This design comes from an exercise in tuning for small area, a short achievable clock period and few clock cycles per item on the open sky130 flow, not from production work.
Function was checked by simulation only, so behaviour that the tests miss may differ from the original.

==> flow/design.v <==
package aluPkg;
	parameter int DataWidth = 32;
	parameter int TagWidth = 8;
	typedef enum logic [2:0] {
		opRType,
		opAdd,
		opAnd,
		opOr,
		opXor,
		opSlt,
		opLui,
		opIllegal
	} aluOpE;
	typedef enum logic [5:0] {
		fnSll     = 6'b000000,
		fnSrl     = 6'b000010,
		fnJr      = 6'b001000,
		fnLui     = 6'b001111,
		fnMul     = 6'b011000,
		fnAdd     = 6'b100000,
		fnSub     = 6'b100010,
		fnAnd     = 6'b100100,
		fnOr      = 6'b100101,
		fnXor     = 6'b100110,
		fnNor     = 6'b100111,
		fnSlt     = 6'b101010,
		fnIllegal = 6'b111111
	} aluFuncE;
	typedef struct packed {
		logic [31:0]          instr;
		logic [DataWidth-1:0] rsValue;
		logic [DataWidth-1:0] rtValue;
		logic [TagWidth-1:0]  tag;
	} instrReqS;
	typedef struct packed {
		aluOpE                aluOp;
		logic [5:0]           funct;
		logic [4:0]           shamt;
		logic [DataWidth-1:0] opA;
		logic [DataWidth-1:0] opB;
		logic [4:0]           destReg;
		logic [TagWidth-1:0]  tag;
	} decodedS;
	typedef struct packed {
		aluFuncE              aluFunc;
		logic [4:0]           shamt;
		logic [DataWidth-1:0] opA;
		logic [DataWidth-1:0] opB;
		logic [4:0]           destReg;
		logic [TagWidth-1:0]  tag;
	} ctrlS;
	typedef struct packed {
		logic [DataWidth-1:0] result;
		logic [4:0]           destReg;
		logic [TagWidth-1:0]  tag;
		logic                 illegal;
	} resultS;
endpackage
`timescale 1ns/1ps
module instrQueue #(
	parameter int QueueDepth = 4
) (
	input  logic             clk,
	input  logic             arstN,
	input  logic             inValid,
	input  aluPkg::instrReqS inReq,
	input  logic             pop,
	output aluPkg::instrReqS head,
	output logic             notEmpty,
	output logic             inCredit
);
	localparam int PtrWidth = (QueueDepth > 1) ? $clog2(QueueDepth) : 1;
	localparam int CntWidth = $clog2(QueueDepth + 1);
	localparam int ReqWidth = 32 + 2 * aluPkg::DataWidth + aluPkg::TagWidth;
	logic [ReqWidth-1:0] mem [QueueDepth];
	logic [PtrWidth-1:0] wrPtr;
	logic [PtrWidth-1:0] rdPtr;
	logic [CntWidth-1:0] count;
	assign head     = mem[rdPtr];
	assign notEmpty = (count != '0);
	always_ff @(posedge clk) begin
		if (inValid) begin
			mem[wrPtr] <= inReq;
		end
	end
	always_ff @(posedge clk or negedge arstN) begin
		if (!arstN) begin
			wrPtr    <= '0;
			rdPtr    <= '0;
			count    <= '0;
			inCredit <= 1'b0;
		end else begin
			if (inValid) begin
				wrPtr <= (wrPtr == PtrWidth'(QueueDepth - 1)) ? '0 : wrPtr + 1'b1;
			end
			if (pop) begin
				rdPtr <= (rdPtr == PtrWidth'(QueueDepth - 1)) ? '0 : rdPtr + 1'b1;
			end
			case ({inValid, pop})
				2'b10:   count <= count + 1'b1;
				2'b01:   count <= count - 1'b1;
				default: count <= count;
			endcase
			inCredit <= pop;
		end
	end
endmodule
`timescale 1ns/1ps
module issueStage #(
	parameter int OutCredits = 2
) (
	input  logic             clk,
	input  logic             arstN,
	input  aluPkg::instrReqS head,
	input  logic             notEmpty,
	input  logic             outCredit,
	output logic             pop,
	output logic             decValid,
	output aluPkg::decodedS  decoded
);
	localparam int CrdWidth = $clog2(OutCredits + 1);
	logic [CrdWidth-1:0] creditCnt;
	aluPkg::decodedS     decNext;
	logic [5:0]  opcode;
	logic [4:0]  rt;
	logic [4:0]  rd;
	logic [15:0] imm;
	assign opcode = head.instr[31:26];
	assign rt     = head.instr[20:16];
	assign rd     = head.instr[15:11];
	assign imm    = head.instr[15:0];
	assign pop = notEmpty && (creditCnt != '0);
	always_comb begin
		decNext.funct = head.instr[5:0];
		decNext.shamt = head.instr[10:6];
		decNext.opA   = head.rsValue;
		decNext.tag   = head.tag;
		decNext.opB   = head.rtValue;
		decNext.destReg = rt;
		case (opcode)
			6'b000000: begin
				decNext.aluOp   = aluPkg::opRType;
				decNext.destReg = rd;
			end
			6'b001000, 6'b100011: begin
				decNext.aluOp = aluPkg::opAdd;
				decNext.opB   = {{(aluPkg::DataWidth - 16){imm[15]}}, imm};
			end
			6'b101011: begin
				decNext.aluOp   = aluPkg::opAdd;
				decNext.opB     = {{(aluPkg::DataWidth - 16){imm[15]}}, imm};
				decNext.destReg = 5'd0;
			end
			6'b001010: begin
				decNext.aluOp = aluPkg::opSlt;
				decNext.opB   = {{(aluPkg::DataWidth - 16){imm[15]}}, imm};
			end
			6'b001100: begin
				decNext.aluOp = aluPkg::opAnd;
				decNext.opB   = {{(aluPkg::DataWidth - 16){1'b0}}, imm};
			end
			6'b001101: begin
				decNext.aluOp = aluPkg::opOr;
				decNext.opB   = {{(aluPkg::DataWidth - 16){1'b0}}, imm};
			end
			6'b001110: begin
				decNext.aluOp = aluPkg::opXor;
				decNext.opB   = {{(aluPkg::DataWidth - 16){1'b0}}, imm};
			end
			6'b001111: begin
				decNext.aluOp = aluPkg::opLui;
				decNext.opB   = aluPkg::DataWidth'({imm, 16'h0000});
			end
			default: begin
				decNext.aluOp   = aluPkg::opIllegal;
				decNext.destReg = 5'd0;
			end
		endcase
	end
	always_ff @(posedge clk or negedge arstN) begin
		if (!arstN) begin
			creditCnt <= CrdWidth'(OutCredits);
			decValid  <= 1'b0;
		end else begin
			case ({pop, outCredit})
				2'b10:   creditCnt <= creditCnt - 1'b1;
				2'b01:   creditCnt <= creditCnt + 1'b1;
				default: creditCnt <= creditCnt;
			endcase
			decValid <= pop;
		end
	end
	always_ff @(posedge clk) begin
		if (pop) begin
			decoded <= decNext;
		end
	end
endmodule
`timescale 1ns/1ps
module aluControl (
	input  logic            clk,
	input  logic            arstN,
	input  logic            decValid,
	input  aluPkg::decodedS decoded,
	output logic            ctrlValid,
	output aluPkg::ctrlS    ctrl
);
	aluPkg::aluFuncE funcNext;
	always_comb begin
		case (decoded.aluOp)
			aluPkg::opRType: begin
				case (decoded.funct)
					6'b100000: funcNext = aluPkg::fnAdd;
					6'b100010: funcNext = aluPkg::fnSub;
					6'b011000: funcNext = aluPkg::fnMul;
					6'b100100: funcNext = aluPkg::fnAnd;
					6'b100101: funcNext = aluPkg::fnOr;
					6'b100111: funcNext = aluPkg::fnNor;
					6'b100110: funcNext = aluPkg::fnXor;
					6'b000000: funcNext = aluPkg::fnSll;
					6'b000010: funcNext = aluPkg::fnSrl;
					6'b101010: funcNext = aluPkg::fnSlt;
					6'b001000: funcNext = aluPkg::fnJr;
					default:   funcNext = aluPkg::fnIllegal;
				endcase
			end
			aluPkg::opAdd: funcNext = aluPkg::fnAdd;
			aluPkg::opAnd: funcNext = aluPkg::fnAnd;
			aluPkg::opOr:  funcNext = aluPkg::fnOr;
			aluPkg::opXor: funcNext = aluPkg::fnXor;
			aluPkg::opSlt: funcNext = aluPkg::fnSlt;
			aluPkg::opLui: funcNext = aluPkg::fnLui;
			default:       funcNext = aluPkg::fnIllegal;
		endcase
	end
	always_ff @(posedge clk or negedge arstN) begin
		if (!arstN) begin
			ctrlValid <= 1'b0;
		end else begin
			ctrlValid <= decValid;
		end
	end
	always_ff @(posedge clk) begin
		if (decValid) begin
			ctrl.aluFunc <= funcNext;
			ctrl.shamt   <= decoded.shamt;
			ctrl.opA     <= decoded.opA;
			ctrl.opB     <= decoded.opB;
			ctrl.tag     <= decoded.tag;
			ctrl.destReg <= (funcNext == aluPkg::fnJr) ? 5'd0 : decoded.destReg;
		end
	end
endmodule
`timescale 1ns/1ps
module executeStage (
	input  logic           clk,
	input  logic           arstN,
	input  logic           ctrlValid,
	input  aluPkg::ctrlS   ctrl,
	output logic           outValid,
	output aluPkg::resultS outRes
);
	logic [aluPkg::DataWidth-1:0] resNext;
	logic                         illegalNext;
	logic                         sltBit;
	assign sltBit = $signed(ctrl.opA) < $signed(ctrl.opB);
	always_comb begin
		illegalNext = 1'b0;
		case (ctrl.aluFunc)
			aluPkg::fnAdd: resNext = ctrl.opA + ctrl.opB;
			aluPkg::fnSub: resNext = ctrl.opA - ctrl.opB;
			aluPkg::fnMul: resNext = ctrl.opA * ctrl.opB;
			aluPkg::fnAnd: resNext = ctrl.opA & ctrl.opB;
			aluPkg::fnOr:  resNext = ctrl.opA | ctrl.opB;
			aluPkg::fnNor: resNext = ~(ctrl.opA | ctrl.opB);
			aluPkg::fnXor: resNext = ctrl.opA ^ ctrl.opB;
			aluPkg::fnSll: resNext = ctrl.opB << ctrl.shamt;
			aluPkg::fnSrl: resNext = ctrl.opB >> ctrl.shamt;
			aluPkg::fnSlt: resNext = {{(aluPkg::DataWidth - 1){1'b0}}, sltBit};
			aluPkg::fnJr:  resNext = ctrl.opA;
			aluPkg::fnLui: resNext = ctrl.opB;
			default: begin
				resNext     = '0;
				illegalNext = 1'b1;
			end
		endcase
	end
	always_ff @(posedge clk or negedge arstN) begin
		if (!arstN) begin
			outValid <= 1'b0;
		end else begin
			outValid <= ctrlValid;
		end
	end
	always_ff @(posedge clk) begin
		if (ctrlValid) begin
			outRes.result  <= resNext;
			outRes.tag     <= ctrl.tag;
			outRes.illegal <= illegalNext;
			outRes.destReg <= illegalNext ? 5'd0 : ctrl.destReg;
		end
	end
endmodule
`timescale 1ns/1ps
module aluPipeTop (
	input  logic        clk,
	input  logic        arstN,
	input  logic        inValid,
	input  logic [31:0] inInstr,
	input  logic [31:0] inRsValue,
	input  logic [31:0] inRtValue,
	input  logic [7:0]  inTag,
	input  logic        outCredit,
	output logic        inCredit,
	output logic        outValid,
	output logic [31:0] outResult,
	output logic [4:0]  outDestReg,
	output logic [7:0]  outTag,
	output logic        outIllegal
);
	localparam int QueueDepth = 4;
	localparam int OutCredits = 2;
	aluPkg::instrReqS inReq;
	aluPkg::resultS   outRes;
	assign inReq.instr   = inInstr;
	assign inReq.rsValue = inRsValue;
	assign inReq.rtValue = inRtValue;
	assign inReq.tag     = inTag;
	assign outResult  = outRes.result;
	assign outDestReg = outRes.destReg;
	assign outTag     = outRes.tag;
	assign outIllegal = outRes.illegal;
	aluPkg::instrReqS head;
	logic             notEmpty;
	logic             pop;
	logic             decValid;
	aluPkg::decodedS  decoded;
	logic             ctrlValid;
	aluPkg::ctrlS     ctrl;
	instrQueue #(
		.QueueDepth(QueueDepth)
	) i_instrQueue (
		.clk     (clk),
		.arstN   (arstN),
		.inValid (inValid),
		.inReq   (inReq),
		.pop     (pop),
		.head    (head),
		.notEmpty(notEmpty),
		.inCredit(inCredit)
	);
	issueStage #(
		.OutCredits(OutCredits)
	) i_issueStage (
		.clk      (clk),
		.arstN    (arstN),
		.head     (head),
		.notEmpty (notEmpty),
		.outCredit(outCredit),
		.pop      (pop),
		.decValid (decValid),
		.decoded  (decoded)
	);
	aluControl i_aluControl (
		.clk      (clk),
		.arstN    (arstN),
		.decValid (decValid),
		.decoded  (decoded),
		.ctrlValid(ctrlValid),
		.ctrl     (ctrl)
	);
	executeStage i_executeStage (
		.clk      (clk),
		.arstN    (arstN),
		.ctrlValid(ctrlValid),
		.ctrl     (ctrl),
		.outValid (outValid),
		.outRes   (outRes)
	);
endmodule
==> flow/run.sh <==
#!/bin/bash
# synth_recipe.tcl (not shown) runs the flow's synth.tcl, then flattens the netlist and writes it again
# the make line also repeats each setting of config.mk as NAME=value (left out here)
make -C /OpenROAD-flow-scripts/flow DESIGN_CONFIG=/design/flow/config.mk WORK_HOME=/design/flow/orfs CLKGATE_MAP_FILE= SYNTH_SCRIPT=/design/flow/synth_recipe.tcl finish
==> flow/config.mk <==
export PLATFORM = sky130hd
export DESIGN_NAME = aluPipeTop
export DESIGN_NICKNAME = aluPipeTop
export VERILOG_FILES = /design/flow/design.v
export SDC_FILE = /design/flow/constraint.sdc
export NUM_CORES = 4
export LEC_CHECK = 0
export CAP_MARGIN = 20
export CORE_MARGIN = 2
export CORE_UTILIZATION = 40
export SLEW_MARGIN = 20
==> flow/constraint.sdc <==
create_clock -name core_clock -period 8.4 [get_ports {clk}]
set_input_delay 1.6800 -clock core_clock [delete_from_list [all_inputs] [get_ports {clk}]]
set_output_delay 1.6800 -clock core_clock [all_outputs]
set_load 0.01 [all_outputs]
==> notes.md <==
==> registers in the layout, indices dropped and copies added, names as in the netlist <==
register	count
i_instrQueue.count	3
i_aluControl.ctrl	88
i_executeStage.outRes	46
i_issueStage.creditCnt	2
i_instrQueue.wrPtr	2
i_issueStage.decValid	1
i_instrQueue.rdPtr	2
i_aluControl.ctrlValid	1
i_issueStage.decoded	91
i_executeStage.outValid	1
i_instrQueue.mem	396
==> cell usage after synthesis (all sizes together), types with 36 or more instances <==
library cell	count	share of area, %
mux2i	85	1.9
buf	67	0.68
nand3	36	0.39
nor2	434	3.5
xnor2	85	1.6
inv	485	4.0
fa	411	18
a21oi	119	1.3
clkbuf	154	1.3
edfxtp	621	41
nand2	401	3.3
mux4	127	6.2
ha	226	6.1
o21ai	186	2.0
==> worst max-delay path: cells and delay by family (launching register included) <==
| family | cells | cell delay (ns) |
|---|---|---|
| adders and majority gates | 9 | 3.87 |
| AOI/OAI and AO/OA | 6 | 1.37 |
| and+or+nand+nor | 4 | 1.14 |
| buffers and inverters | 4 | 0.77 |
| DFF | 1 | 0.51 |
| xor gates and xnor gates | 1 | 0.25 |
==> cells in the final DEF (no fill, tap or decap), types with 115 or more instances in the layout <==
cell type	n
inv_1	473
clkdlybuf4s50_1	150
nand2_1	401
mux4_2	127
edfxtp_1	621
fa_1	411
buf_4	190
o21ai_0	178
nor2_1	433
ha_1	226
a21oi_1	115
==> layer usage <==
layer	GRT usage (%)	up-vias
li1	-	14130
met1	35.9	16693
met2	39.6	1784
met3	6.41	427
met4	12.5	20
met5	0	-
==> kinds of logic after synthesis <==
| group | after synthesis |
|---|---|
| xor gates and xnor gates | 110 |
| adders and majority gates | 637 |
| muxes | 217 |
| buffers and inverters | 720 |
| AOI/OAI and AO/OA | 626 |
| DFF | 633 |
| and+or+nand+nor | 1025 |
==> cell type report <==
class | instances | area [um^2] | share of cell area (%)
inverter | 499 | 1880 | 3.61
antenna | 3 | 7.51 | 0.0144
tap | 1512 | 1890 | 3.63
clock buffer | 75 | 1600 | 3.07
timing repair buffer | 348 | 3080 | 5.92
sequential | 633 | 19000 | 36.4
multi-input combinational | 2615 | 24300 | 46.7
clock inverter | 35 | 325 | 0.625
==> path summary, 6_finish.rpt <==
kind / slack (ns) / end
min reg2reg: 0.40 / i_aluControl.ctrl[42]
max reg2reg: 0.21 / i_executeStage.outRes[29]
max in group asynchronous: 6.61 / i_instrQueue.rdPtr[0]
min in group asynchronous: 1.39 / i_instrQueue.count[0]
min: 0.40 / i_aluControl.ctrl[42]
max: 0.21 / i_executeStage.outRes[29]
==> through the flow <==
stage,std cells,instance area (um^2),TNS [ns],hold WS [ns]
global placement,5607,50100,0,0.401
detailed placement,5607,50100,0,0.405
finish,5720,52100,0,0.397
CTS,5717,52000,0,0.408
global route,5717,52000,-0.000414,0.406
floorplan,3968,46000,0,0.400
==> timing repair <==
action | in CTS | in global routing
endpoints found under the hold margin | 0 | 0
endpoints found under the setup margin | 0 | 1
setup buffers | 0 | 0
gates resized for setup | 0 | 1
==> flow_metrics.py <==
metrics = {
    "grt": {
        "grt_max_degree": 87,
        "grt-ovfl-total": 0,
        "grt_pass1_wl_um": 226000,
        "first_global_vias": 33349,
        "grt_use_total_pct": 26.4,
        "antenna_found_initial": 12,
    },
    "flow_run": {
        "max-cap-violations": 0,
    },
    "setup_path": {
        "reg2reg_from": "i_aluControl.ctrl[16]",
        "end_kind": "flip-flop",
        "worst_setup_path_start_kind": "flip-flop",
        "ff2ff_path_depth": 24,
        "cp.arrival_ns": 8.56,
        "path_max_fanout": 8,
        "cp.required_ns": 8.76,
        "crit_chain": "inv_1 > buf_4 > nor2_1 > fa_1 > inv_1 > fa_1 > fa_1 > fa_1 > inv_1 > ha_1 > ha_1 > fa_1 > fa_1 > ha_1 > and4_1 > o21a_1 > o31a_1 > o41ai_2 > xnor2_1 > nor2_1 > or4_4 > a2111oi_4 > a21boi_2 > o32ai_1",
        "slowest_stage": "or4_4",
        "crit_top_cell": "fa_1",
        "crit_path_max_incr_delay_ns": 0.67,
        "cp-startpoint": "i_aluControl.ctrl[16]",
        "path_class": "reg2reg",
    },
    "drt": {
        "wirelength_um": 154000,
        "drc_errors": 0,
        "vias": 33054,
        "wl_per_cell_um": 26.9,
        "wl_met2_um": 67100,
        "via_per_inst": 5.78,
        "final_antenna_net_count": 0,
        "m1WireLength_um": 61100,
        "drtPass1Iterations": 8,
        "wl_met3_um": 16500,
        "first_iter_violations": 3863,
        "dr.max_layer_used": "met5",
    },
    "floorplanning": {
        "io_pins": 156,
        "initial_utilization_pct": 40.3,
        "die_w_um": 343,
        "die_area_um2": 118000,
        "rows": 124,
        "core-area_um2": 114000,
        "dieHeight_um": 343,
    },
    "final_layout": {
        "area_growth_pct": 13.2,
        "utilization_pct": 45.6,
        "fillCellCount": 10557,
        "drive_gt1_share_pct": 11.1,
        "nets": 4903,
    },
    "synth": {
        "synth_xor_xnor_area_share_pct": 2.10,
        "syn_nets": 4713,
        "seq_area_frac_synth_pct": 41.2,
        "synth_compound_area_share_pct": 9.15,
        "yosys.area_share.simple_pct": 9.29,
        "synthMuxAreaShare_pct": 8.19,
        "synthesis.area_um2": 46000,
        "synthCells": 3968,
        "ys_ff_latch": 633,
        "synth_flop_cell": "edfxtp_1",
        "synth_edf_count": 621,
        "synth_top_family_by_area": "adder cells",
        "syn_avg_cell_area_um2": 11.6,
        "async_flop_share_pct": 1.90,
        "synth-adder-area-share_pct": 24.0,
        "synth_warnings": 4,
        "synth.distinct_cells": 88,
    },
    "sta": {
        "skew_ns": 0.0426,
        "fmaxAchievable_mhz": 122,
        "setup_viol": 0,
        "worst-slew-pin-transition_ns": 1.16,
        "fin_ws_ns": 0.207,
        "maxSlewHeadroom_pct": 22.7,
        "hold_viol": 0,
        "finalCritPeriodShare_pct": 97.5,
        "period_minus_slack_ns": 8.19,
        "drv_slew": 0,
    },
    "placement": {
        "dp_hpwl_um": 115000,
        "port_buffers": 150,
        "gp_congestion": 1.06,
        "dp_slack_ns": 0.322,
    },
    "clock_network": {
        "cts_hold_buf": 0,
        "path_clk_slew_ns": 0.06,
        "root_buffer": "clkbuf_16",
        "cts_buffer_depth": 3,
        "clock-sinks": 633,
        "h-tree-depth": 2,
        "clk_latency_ns": 0.65,
        "cts_made_buffers": 61,
        "cts_tree": "yes",
    },
    "run_status": {
        "status": "finished clean",
    },
    "min_path": {
        "worstHoldPathCells": 0,
        "hp-start": "i_issueStage.decoded[42]",
        "hp-class": "reg2reg",
    },
}
Testbench counts, summed over its fixed seeds: cycles 20,008, items 8,000.

-- static timing again, ports no longer ideal --
The flow's constraints put no driver on any port. The routed layout listed below was extracted and timed again, unchanged, in two steps.
Step 1: set_driving_cell puts a clkbuf_16 on clk and a buf_2 on each other input, an assumption about the parent block.
Step 2 times the ports against the registers' clock, not the clock port: input delays grow and output delays shrink by t, the midpoint of the rising clock arrivals with the driver on.
Three values: no drivers, after step 1, after step 2; two values: the first two.
shift t [ns]: 0.701
setup slack, ns: 0.207 / 0.207 / 0.207
worst hold slack (ns): 0.397 / 0.397 / 0.397
worst data-port slew with drivers (ns): 0.09
cell pins on the clock port's net: 1
After both steps setup and hold are still met in this run. For this run, drivers alone change the setup slack by 0.000 ns; drivers and shift together by 0.000 ns.
